Context: an optimization exercise on an open-source flow, tuned for small area. The choices shown serve that exercise and are no tape-out recipe. RTL that was checked went through simulation tests only; none was proved equivalent to the original. Only the layout flow was run in run 2; the RTL was not checked for function there. Power is estimated from default activity; no workload was simulated.

===== flow/config.mk =====
export PLATFORM = sky130hd
export DESIGN_NAME = perm_result_buf
export DESIGN_NICKNAME = perm_result_buf
export VERILOG_FILES = /design/flow/design.v
export SDC_FILE = /design/flow/constraint.sdc
export NUM_CORES = 4
export LEC_CHECK = 0
export CAP_MARGIN = 20
export CORE_MARGIN = 2
export CORE_UTILIZATION = 40
export SLEW_MARGIN = 20

===== flow/constraint.sdc =====
create_clock -name core_clock -period 6.0 [get_ports {clk}]
set_input_delay 1.2000 -clock core_clock [delete_from_list [all_inputs] [get_ports {clk}]]
set_output_delay 1.2000 -clock core_clock [all_outputs]
set_load 0.01 [all_outputs]

===== flow/design.v =====
module perm_result_buf #(
  parameter int NWORDS = 25,
  parameter int NBYTES = 8*NWORDS
) (
  input  logic        clk,
  input  logic        rst,
  input  logic        pushout,
  input  logic        firstout,
  input  logic [63:0] dout,
  output logic        stopout,
  input  logic        rd_req,
  input  logic [7:0]  rd_addr,
  input  logic [7:0]  rd_len,
  input  logic        rd_stall,
  output logic        rd_valid,
  output logic [7:0]  rd_data,
  output logic        rd_last,
  output logic        buf_full,
  input  logic        buf_release,
  output logic        rd_err,
  output logic        frame_err,
  output logic        ovf_err
);
  localparam logic [1:0] EMPTY = 2'd0, FILL = 2'd1, FULL = 2'd2, READ = 2'd3;
  logic [1:0]  state;
  logic [4:0]  word_cnt;      
  logic [7:0]  ptr;           
  logic [7:0]  rem;           
  logic        par;           
  logic [63:0] mem [NWORDS];
  logic [63:0] bus;
  logic [4:0]  tgt;
  logic        act, wr_en, acc, fetch;
  logic [7:0]  cur_byte;
  assign act    = state == EMPTY || state == FILL;
  assign wr_en  = pushout & ((state == EMPTY & firstout) | state == FILL);
  assign tgt    = (pushout & firstout) ? 5'd0 : word_cnt;
  assign bus    = dout ^ {64{par}};
  assign acc    = rd_len != 8'd0 && ({1'b0, rd_addr} + {1'b0, rd_len} <= 9'(NBYTES));
  assign cur_byte = mem[ptr[7:3]][{ptr[2:0], 3'b000} +: 8] ^ {8{par}};
  for (genvar i = 0; i < NWORDS; i++) begin : g_word
    logic w, k;
    assign w = wr_en & (tgt == 5'(i));
    assign k = ~(act & (tgt == 5'(i)));
    always_ff @(posedge clk) mem[i] <= ~((mem[i] | {64{w}}) & (bus | {64{k}}));
  end
  assign fetch = state == READ && !buf_release && (!rd_valid || (!rd_stall && rem != 8'd1));
  always_ff @(posedge clk) begin
    if (state == FULL) begin
      ptr <= rd_addr;
      rem <= rd_len;
    end else if (fetch) begin
      ptr     <= ptr + 8'd1;
      rd_data <= cur_byte;
      if (rd_valid) rem <= rem - 8'd1;
    end
  end
  always_ff @(posedge clk or negedge rst) begin
    if (!rst) begin
      state     <= EMPTY;
      word_cnt  <= 5'd0;
      par       <= 1'b0;
      stopout   <= 1'b1;
      rd_valid  <= 1'b0;
      rd_last   <= 1'b0;
      buf_full  <= 1'b0;
      rd_err    <= 1'b0;
      frame_err <= 1'b0;
      ovf_err   <= 1'b0;
    end else begin
      par       <= ~par;
      rd_err    <= 1'b0;
      frame_err <= 1'b0;
      ovf_err   <= 1'b0;
      case (state)
        EMPTY: begin
          rd_err  <= rd_req;
          stopout <= 1'b0;
          if (pushout && firstout) begin
            word_cnt <= 5'd1;
            state    <= FILL;
          end else frame_err <= pushout;
        end
        FILL: begin
          rd_err <= rd_req;
          if (pushout && firstout) begin
            word_cnt  <= 5'd1;
            frame_err <= 1'b1;
          end else if (pushout && word_cnt == 5'(NWORDS-1)) begin
            word_cnt <= 5'd0;
            state    <= FULL;
            stopout  <= 1'b1;
            buf_full <= 1'b1;
          end else if (pushout) word_cnt <= word_cnt + 5'd1;
        end
        FULL: begin
          ovf_err <= pushout;
          if (buf_release) begin
            state    <= EMPTY;
            stopout  <= 1'b0;
            buf_full <= 1'b0;
          end else if (rd_req && acc) begin
            state <= READ;
          end else rd_err <= rd_req;
        end
        default: begin
          ovf_err <= pushout;
          rd_err  <= rd_req;
          if (buf_release) begin
            state    <= EMPTY;
            stopout  <= 1'b0;
            buf_full <= 1'b0;
            rd_valid <= 1'b0;
            rd_last  <= 1'b0;
          end else if (!rd_valid) begin
            rd_valid <= 1'b1;
            rd_last  <= rem == 8'd1;
          end else if (!rd_stall && rem == 8'd1) begin
            rd_valid <= 1'b0;
            rd_last  <= 1'b0;
            state    <= FULL;
          end else if (!rd_stall) begin
            rd_last <= rem == 8'd2;
          end
        end
      endcase
    end
  end
endmodule

===== flow/run.sh =====
#!/bin/bash
# synth_recipe.tcl (not shown) runs the flow's synth.tcl, then flattens the netlist and writes it again
# the make line also repeats each setting of config.mk as NAME=value (left out here)
make -C /OpenROAD-flow-scripts/flow DESIGN_CONFIG=/design/flow/config.mk WORK_HOME=/design/flow/orfs CLKGATE_MAP_FILE= SYNTH_SCRIPT=/design/flow/synth_recipe.tcl finish

==> metrics.yaml, run 1 <==
p_leak_nw: 25.5
yosys-top-cells-area: "dfxtp_1 (55%), o22ai_1 (17%), a22oi_1 (5.1%)"
fin_area_um2: 67900
cts_resized: 0
async_flop_share: 0.00915
fin_skew_ps: 40.2
final_core_util: 0.471
fmax_mhz: 213
dr.pass1.iters: 8
fin_hold_ws_ps: 425
coreArea_um2: 144000
outcome: "finished clean"
start_util: 0.404
synth_top_area_share: 0.550
yosys.area.top_type: "dfxtp_1"
cp-start-kind: "flop"
antenna_found_initial: 19
num_rows: 139
insertion_delay_ps: 840
fin_cells: 7540
ctsHoldBuffers: 0
hold_viol_final: 0
drcViolationCount: 0
vias: 56852
place_area_um2: 62200
fillCellCount: 13287
cts_post_setup_buffers_inserted: 0
max-slew-margin-rel: 0.0961
wl_per_cell_um: 38.4
synth_warnings: 2
synthesis.area_um2: 58200
cts_tree: "done"
setup_tns_ps: 0
final_cell_mix: "o22ai_1 (1,609), dfxtp_1 (1,600), a22oi_1 (394)"
clockRootBuffer: "clkbuf_16"
numCtsBuffers: 166
period_minus_slack_ps: 4690
endpoint_kind: "flop"
p_per_area_nw_per_um2: 467
finalSetupViolCount: 0
maxSlewViolCount: 0
clock-sinks: 1639
worst_slew_pin_slew_ps: 1360
syn_to_final_growth_pct: 16.6
yosysSeqAreaShare: 0.569
die_h_um: 385
mostFrequentLayoutCell: "o22ai_1"
worstSetupPathType: "reg2reg"
dieWidth_um: 385
drv_cap: 0
rsz0062_at_grt: "false"
slowest_delay_ps: 920
cp_slowest_cell: "nor2_4"
routed_wirelength_um: 290000
nets: 5598
synth_nets: 5774
routabilityCongestion: 0.922
drt_iter0_markers: 10280
dp_hpwl_um: 154000
dieArea_um2: 149000
grt_usage: 0.375
syn-instance-count: 5667
cts_buffer_depth: 3
grt_max_degree: 65
grt_pass1_wl_um: 402000
portBuffers: 101
grt_remaining_overflow: 0
via_per_inst: 7.54
required_ps: 6550
hp-class: "reg2reg"
period_share: 0.782
syn_area_per_cell_um2: 10.3
ir_drop_mv: 0.324
cts_max_level: 4
ant_nets: 0
grt_pass1_vias: 53064
path_cells: "buf_4, or3_1, nor2_4, buf_12, a22oi_1, nand4_1, nor3_1, o21ai_0, nor4b_2, xnor2_1"
reg2reg_slack_ps: 1310
ys_ff_latch: 1639
pin_count: 102
synth_cell_types: 87
cp_max_fo: 22
drive_above_1_share: 0.118
dp_cells: 7226
ys.flop_type: "dfxtp_1"
synth-edff-count: 24
arrival_ps: 5240
path_clk_slew_ps: 60
==> where the power goes <==
part / switching (mW) / internal [mW]
combinational: 5.61 / 1.98
sequential: 0.963 / 12.5
clock: 4.56 / 6.05
==> sequential cells by signal, indices dropped and copies added (netlist names), 2 cells and up <==
| name | flops |
|---|---|
| word_cnt | 5 |
| ptr | 8 |
| state | 2 |
| rem | 8 |
| rd_data | 8 |
| mem | 1600 |
==> synthesized netlist by cell type, drive strengths merged, types with 35 or more instances <==
master / n
nand4: 118
a221oi: 85
xor2: 70
nor2: 81
a22oi: 394
a2111oi: 77
o22ai: 1609
o21ai: 45
nand3: 59
a21oi: 57
dfxtp: 1600
nand2: 132
clkbuf: 509
a22o: 56
and3: 253
nor3: 35
buf: 158
==> worst max-delay path, delay by kind of cell, from the launching register on <==
family | cells | cell delay (ps)
buffers and inverters | 2 | 610
AOI/OAI and AO/OA | 2 | 640
and+or+nand+nor | 5 | 2360
DFF | 1 | 650
xor gates and xnor gates | 1 | 130
==> logic make-up (layout without fill, tap and decap cells) <==
family | Yosys count | after routing | share of synthesized area
AOI/OAI and AO/OA | 2420 | 2420 | 0.280
DFF | 1639 | 1639 | 0.569
and+or+nand+nor | 792 | 792 | 0.0792
buffers and inverters | 682 | 639 | 0.0490
xor gates and xnor gates | 86 | 86 | 0.0129
muxes | 28 | 28 | 0.00499
adders and majority gates | 20 | 20 | 0.00443
other | 0 | 13 | 0
==> worst paths after layout <==
| path | startpoint | to | cells past startpoint |
|---|---|---|---|
| setup / recovery | ptr[3]$_DFFE_PP_ | rd_data[1]$_DFFE_PP_ | 10 |
| hold / removal | mem[21][51]$_DFF_P_ | mem[21][51]$_DFF_P_ | 1 |
| setup reg to reg | ptr[3]$_DFFE_PP_ | rd_data[1]$_DFFE_PP_ | 10 |
| hold reg to reg | mem[21][51]$_DFF_P_ | mem[21][51]$_DFF_P_ | 1 |
| max in group asynchronous | rst | par$_DFF_PN0_ | 1 |
| min in group asynchronous | rst | ovf_err$_DFF_PN0_ | 1 |
==> layer usage <==
layer,vias up,share of wire,global-route usage
li1,22116,-,-
met1,27559,0.36,0.481
met2,5546,0.40,0.534
met3,1619,0.16,0.129
met4,12,0.082,0.246
met5,-,0.00028,0
==> stage by stage <==
stage,setup WS [ps],total power [mW]
floorplan,2400,17.0
global placement,1200,20.5
detailed placement,1220,20.6
CTS,1650,30.9
global route,1410,32.0
finish,1310,31.7
==> area by class of cell <==
type / instances / area, um2 / share of cell area
Antenna cell: 13 / 32.5 / 0.000479
Clock buffer: 249 / 4950 / 0.0729
Clock inverter: 52 / 546 / 0.00804
Inverter: 15 / 56.3 / 0.000829
Multi-Input combinational cell: 3346 / 23600 / 0.347
Sequential cell: 1639 / 33100 / 0.488
Tap cell: 1903 / 2380 / 0.0351
Timing Repair Buffer: 323 / 3230 / 0.0476
==> run 2: changes to the inputs <==
--- a/flow/design.v
+++ b/flow/design.v
@@ -23,52 +23,34 @@
 );
   localparam logic [1:0] EMPTY = 2'd0, FILL = 2'd1, FULL = 2'd2, READ = 2'd3;
   logic [1:0]  state;
-  logic [4:0]  word_cnt;      
-  logic [7:0]  ptr;           
-  logic [7:0]  rem;           
-  logic        par;           
+  logic [4:0]  word_cnt;
+  logic [7:0]  ptr, rem, ptr_nxt, cur_byte, nxt_byte;
   logic [63:0] mem [NWORDS];
-  logic [63:0] bus;
-  logic [4:0]  tgt;
-  logic        act, wr_en, acc, fetch;
-  logic [7:0]  cur_byte;
-  assign act    = state == EMPTY || state == FILL;
-  assign wr_en  = pushout & ((state == EMPTY & firstout) | state == FILL);
-  assign tgt    = (pushout & firstout) ? 5'd0 : word_cnt;
-  assign bus    = dout ^ {64{par}};
-  assign acc    = rd_len != 8'd0 && ({1'b0, rd_addr} + {1'b0, rd_len} <= 9'(NBYTES));
-  assign cur_byte = mem[ptr[7:3]][{ptr[2:0], 3'b000} +: 8] ^ {8{par}};
-  for (genvar i = 0; i < NWORDS; i++) begin : g_word
-    logic w, k;
-    assign w = wr_en & (tgt == 5'(i));
-    assign k = ~(act & (tgt == 5'(i)));
-    always_ff @(posedge clk) mem[i] <= ~((mem[i] | {64{w}}) & (bus | {64{k}}));
-  end
-  assign fetch = state == READ && !buf_release && (!rd_valid || (!rd_stall && rem != 8'd1));
-  always_ff @(posedge clk) begin
-    if (state == FULL) begin
-      ptr <= rd_addr;
-      rem <= rd_len;
-    end else if (fetch) begin
-      ptr     <= ptr + 8'd1;
-      rd_data <= cur_byte;
-      if (rd_valid) rem <= rem - 8'd1;
-    end
-  end
+  logic        wr_en, acc, auto_rel;
+  logic [4:0]  wr_idx;
+  assign wr_en    = pushout & ((state == EMPTY & firstout) | state == FILL);
+  assign wr_idx   = firstout ? 5'd0 : word_cnt;
+  assign acc      = rd_len != 8'd0 && ({1'b0, rd_addr} + {1'b0, rd_len} <= 9'(NBYTES));
+  assign ptr_nxt  = ptr + 8'd1;
+  assign cur_byte = mem[ptr[7:3]][{ptr[2:0], 3'b000} +: 8];
+  assign nxt_byte = mem[ptr_nxt[7:3]][{ptr_nxt[2:0], 3'b000} +: 8];
+  assign auto_rel = 1'b0;
+  always_ff @(posedge clk) if (wr_en) mem[wr_idx] <= dout;
   always_ff @(posedge clk or negedge rst) begin
     if (!rst) begin
       state     <= EMPTY;
       word_cnt  <= 5'd0;
-      par       <= 1'b0;
+      ptr       <= 8'd0;
+      rem       <= 8'd0;
       stopout   <= 1'b1;
       rd_valid  <= 1'b0;
+      rd_data   <= 8'd0;
       rd_last   <= 1'b0;
       buf_full  <= 1'b0;
       rd_err    <= 1'b0;
       frame_err <= 1'b0;
       ovf_err   <= 1'b0;
     end else begin
-      par       <= ~par;
       rd_err    <= 1'b0;
       frame_err <= 1'b0;
       ovf_err   <= 1'b0;
@@ -100,13 +82,15 @@
             stopout  <= 1'b0;
             buf_full <= 1'b0;
           end else if (rd_req && acc) begin
+            ptr   <= rd_addr;
+            rem   <= rd_len;
             state <= READ;
           end else rd_err <= rd_req;
         end
         default: begin
           ovf_err <= pushout;
           rd_err  <= rd_req;
-          if (buf_release) begin
+          if (buf_release || (rd_valid && !rd_stall && rem == 8'd1 && auto_rel)) begin
             state    <= EMPTY;
             stopout  <= 1'b0;
             buf_full <= 1'b0;
@@ -114,12 +98,16 @@
             rd_last  <= 1'b0;
           end else if (!rd_valid) begin
             rd_valid <= 1'b1;
+            rd_data  <= cur_byte;
             rd_last  <= rem == 8'd1;
           end else if (!rd_stall && rem == 8'd1) begin
             rd_valid <= 1'b0;
             rd_last  <= 1'b0;
             state    <= FULL;
           end else if (!rd_stall) begin
+            ptr     <= ptr_nxt;
+            rem     <= rem - 8'd1;
+            rd_data <= nxt_byte;
             rd_last <= rem == 8'd2;
           end
         end
==> metrics.yaml, run 2 <==
numCtsBuffers: 175
worstSetupPathType: "reg2reg"
vias: 46718
period_share: 0.797
required_ps: 6700
pin_count: 102
grt_remaining_overflow: 0
hp-class: "reg2reg"
p_per_area_nw_per_um2: 281
dieWidth_um: 443
ys.flop_type: "edfxtp_1"
syn_to_final_growth_pct: 13.6
setup_tns_ps: 0
insertion_delay_ps: 840
yosysMostFrequentCell: "edfxtp_1"
fmax_mhz: 209
cts_post_setup_buffers_inserted: 0
cts_resized: 0
p_switching_mw: 5.26
maxSlewViolCount: 0
clock-sinks: 1638
drv_cap: 0
nets: 4475
arrival_ps: 5490
synthesis.area_um2: 77200
final_core_util: 0.456
endpoint_kind: "flop"
fin_skew_ps: 38.7
die_h_um: 443
synth_nets: 4333
path_clk_slew_ps: 60
cp_slowest_cell: "mux4_2"
finalSetupViolCount: 0
start_util: 0.401
portBuffers: 101
p_int_mw: 19.3
period_minus_slack_ps: 4780
antenna_found_initial: 15
coreArea_um2: 192000
grt_pass1_wl_um: 365000
yosys-top-cells-area: "edfxtp_1 (62%), mux4_2 (23%), nand2_1 (2.0%)"
top_register: "mem"
path_cells: "buf_4, nand3_4, xnor2_4, buf_12, buf_12, mux4_2, a22o_1, a221oi_1, nand3b_1, a32oi_1, a221oi_1"
slowest_delay_ps: 570
cts_tree: "done"
drive_above_1_share: 0.285
cp-start-kind: "flop"
grt_max_degree: 87
path_buf_inv: 3
outcome: "finished clean"
cts_buffer_depth: 3
clockRootBuffer: "clkbuf_16"
p_clk_frac: 0.447
dr.pass1.iters: 5
netlist_top_cells_count: "edfxtp_1 (1,600), mux4_2 (773), nand2_1 (415)"
yosysSeqAreaShare: 0.635
synth_warnings: 1
wl_per_cell_um: 36.8
fillCellCount: 16266
routed_wirelength_um: 260000
synth-edff-count: 1600
ant_nets: 0
sequentialPowerShare: 0.521
p_leak_nw: 25.9
worst_slew_pin_slew_ps: 1170
ys_ff_latch: 1638
ctsHoldBuffers: 0
drt_iter0_markers: 6968
largest_reg_flops: 1600
grt_pass1_vias: 45822
ir_drop_mv: 0.322
combinationalPowerShare: 0.032
synth_top_area_share: 0.623
final_cell_mix: "edfxtp_1 (1,600), mux4_2 (773), nand2_1 (412)"
rsz0062_at_grt: "false"
yosys.area.top_type: "edfxtp_1"
dieArea_um2: 196000
syn_area_per_cell_um2: 18.2
num_rows: 161
grt_usage: 0.263
cp_top_family: "buffers and inverters"
routabilityCongestion: 0.896
async_flop_share: 0.0232
via_per_inst: 6.63
syn-instance-count: 4231
cts_max_level: 4
synth_cell_types: 82
mostFrequentLayoutCell: "edfxtp_1"
drcViolationCount: 0
dp_hpwl_um: 152000
cp_max_fo: 62
sw_frac_of_total: 0.214
max-slew-margin-rel: 0.219
hold_viol_final: 0
[run 2: cell count changes after synthesis, sizes merged, moves of 98 or more]
cell	before	now
nand2	132	416
a22oi	394	73
nand4	118	20
dfxtp	1600	0
o22ai	1609	19
edfxtp	24	1600
mux4	0	773
clkbuf	509	85
mux2i	20	140
and3	253	31
[run 2: per-layer routing]
metal  track usage  part of all wire
met1         0.369              0.39
met2         0.403              0.46
met3        0.0590              0.11
met4        0.0970             0.039
met5             0           0.00033
[run 2: worst register-to-register path, cell delays in order, from the launching register on]
cell	delay [ps]
dfrtp_2	510
buf_4	480
nand3_4	320
xnor2_4	370
buf_12	340
buf_12	460
mux4_2	710
a22o_1	240
a221oi_1	350
nand3b_1	390
a32oi_1	360
a221oi_1	150
[run 2: kinds of logic after synthesis]
kind of cell / Yosys count / share of synthesized area
adder cells (fa/ha/maj): 15 / 0.00253
buffers and inverters: 336 / 0.0245
AND/OR/NAND/NOR: 767 / 0.0443
flip-flops: 1638 / 0.635
multiplexers: 922 / 0.245
AO/OA/AOI/OAI: 544 / 0.0472
XOR/XNOR: 9 / 0.00126
[run 2: through the flow]
step	instance area (um2)	power [mW]	instances	hold WS, ps	setup WS [ps]
after floorplan	77200	13.4	4231	504	137
after global placement	81900	13.8	6722	499	1030
after detailed placement	81900	13.8	6722	507	1020
after CTS	87600	24.7	7041	501	1290
after global routing	87600	25.2	7042	532	1090
final	87700	24.6	7047	517	1220
[run 2: cell type report]
class | count | area (um2) | area share
clock buffers | 219 | 4590 | 0.0523
well taps | 2526 | 3160 | 0.0361
flip-flops and latches | 1638 | 49000 | 0.559
diodes | 6 | 15.0 | 0.000171
multi-input cells | 2257 | 26600 | 0.304
repair buffers | 285 | 3010 | 0.0344
clock inverters | 100 | 1170 | 0.0134
inverters | 16 | 60.1 | 0.000685
[run 2: worst paths after layout]
check	end	cells after the start	slack (ps)	from
min in group asynchronous	rem[0]$_DFFE_PN0P_	2	530	rst
min	rd_last$_DFFE_PN0P_	2	520	rd_last$_DFFE_PN0P_
max	rd_data[7]$_DFFE_PN0P_	11	1220	ptr[1]$_DFFE_PN0P_
max in group asynchronous	ptr[3]$_DFFE_PN0P_	2	4840	rst
max reg2reg	rd_data[7]$_DFFE_PN0P_	11	1220	ptr[1]$_DFFE_PN0P_
min reg2reg	rd_last$_DFFE_PN0P_	2	520	rd_last$_DFFE_PN0P_
[run 2: power groups by stage]
| stage | registers, mW | logic, mW | clock network [mW] |
|---|---|---|---|
| 3_3_place_gp | 13.1 | 0.771 | 0 |
| 6_report | 12.8 | 0.784 | 11.0 |
| 4_1_cts | 12.8 | 0.781 | 11.1 |
| 2_1_floorplan | 13.0 | 0.325 | 0 |
| 5_1_grt | 12.8 | 0.830 | 11.5 |
| 3_5_place_dp | 13.1 | 0.778 | 0 |

separate check: timing with driven ports:
The flow's constraints put no driver on any port. The routed layouts listed below were extracted and timed again, unchanged, in two steps. Step 1: set_driving_cell puts a clkbuf_16 on clk and a buf_2 on each other input, an assumption about the parent block. Step 2 adds t to the input delays and takes it off the output delays; t is the mean of the earliest and latest rising clock arrival at the registers after step 1. Input paths then give back, and output paths get back, about the clock's delay inside the block. a / b / c = ideal / step 1 / step 2; a / b = the first two.
run | t (ns) | setup slack, ns | worst setup path after step 2 | worst data-port slew with drivers (ns) | pins driven straight from the clock port
run 1 | 0.903 | 1.306 / 1.306 / 1.142 | input to register | 0.07 | 1
run 2 | 0.913 | 1.217 / 1.217 / 0.959 | input to register | 0.22 | 1
After both steps setup and hold are still met in every run listed. The setup slack of run 2, which loses most, moves by 0.000 ns with the drivers and by -0.258 ns with both steps.
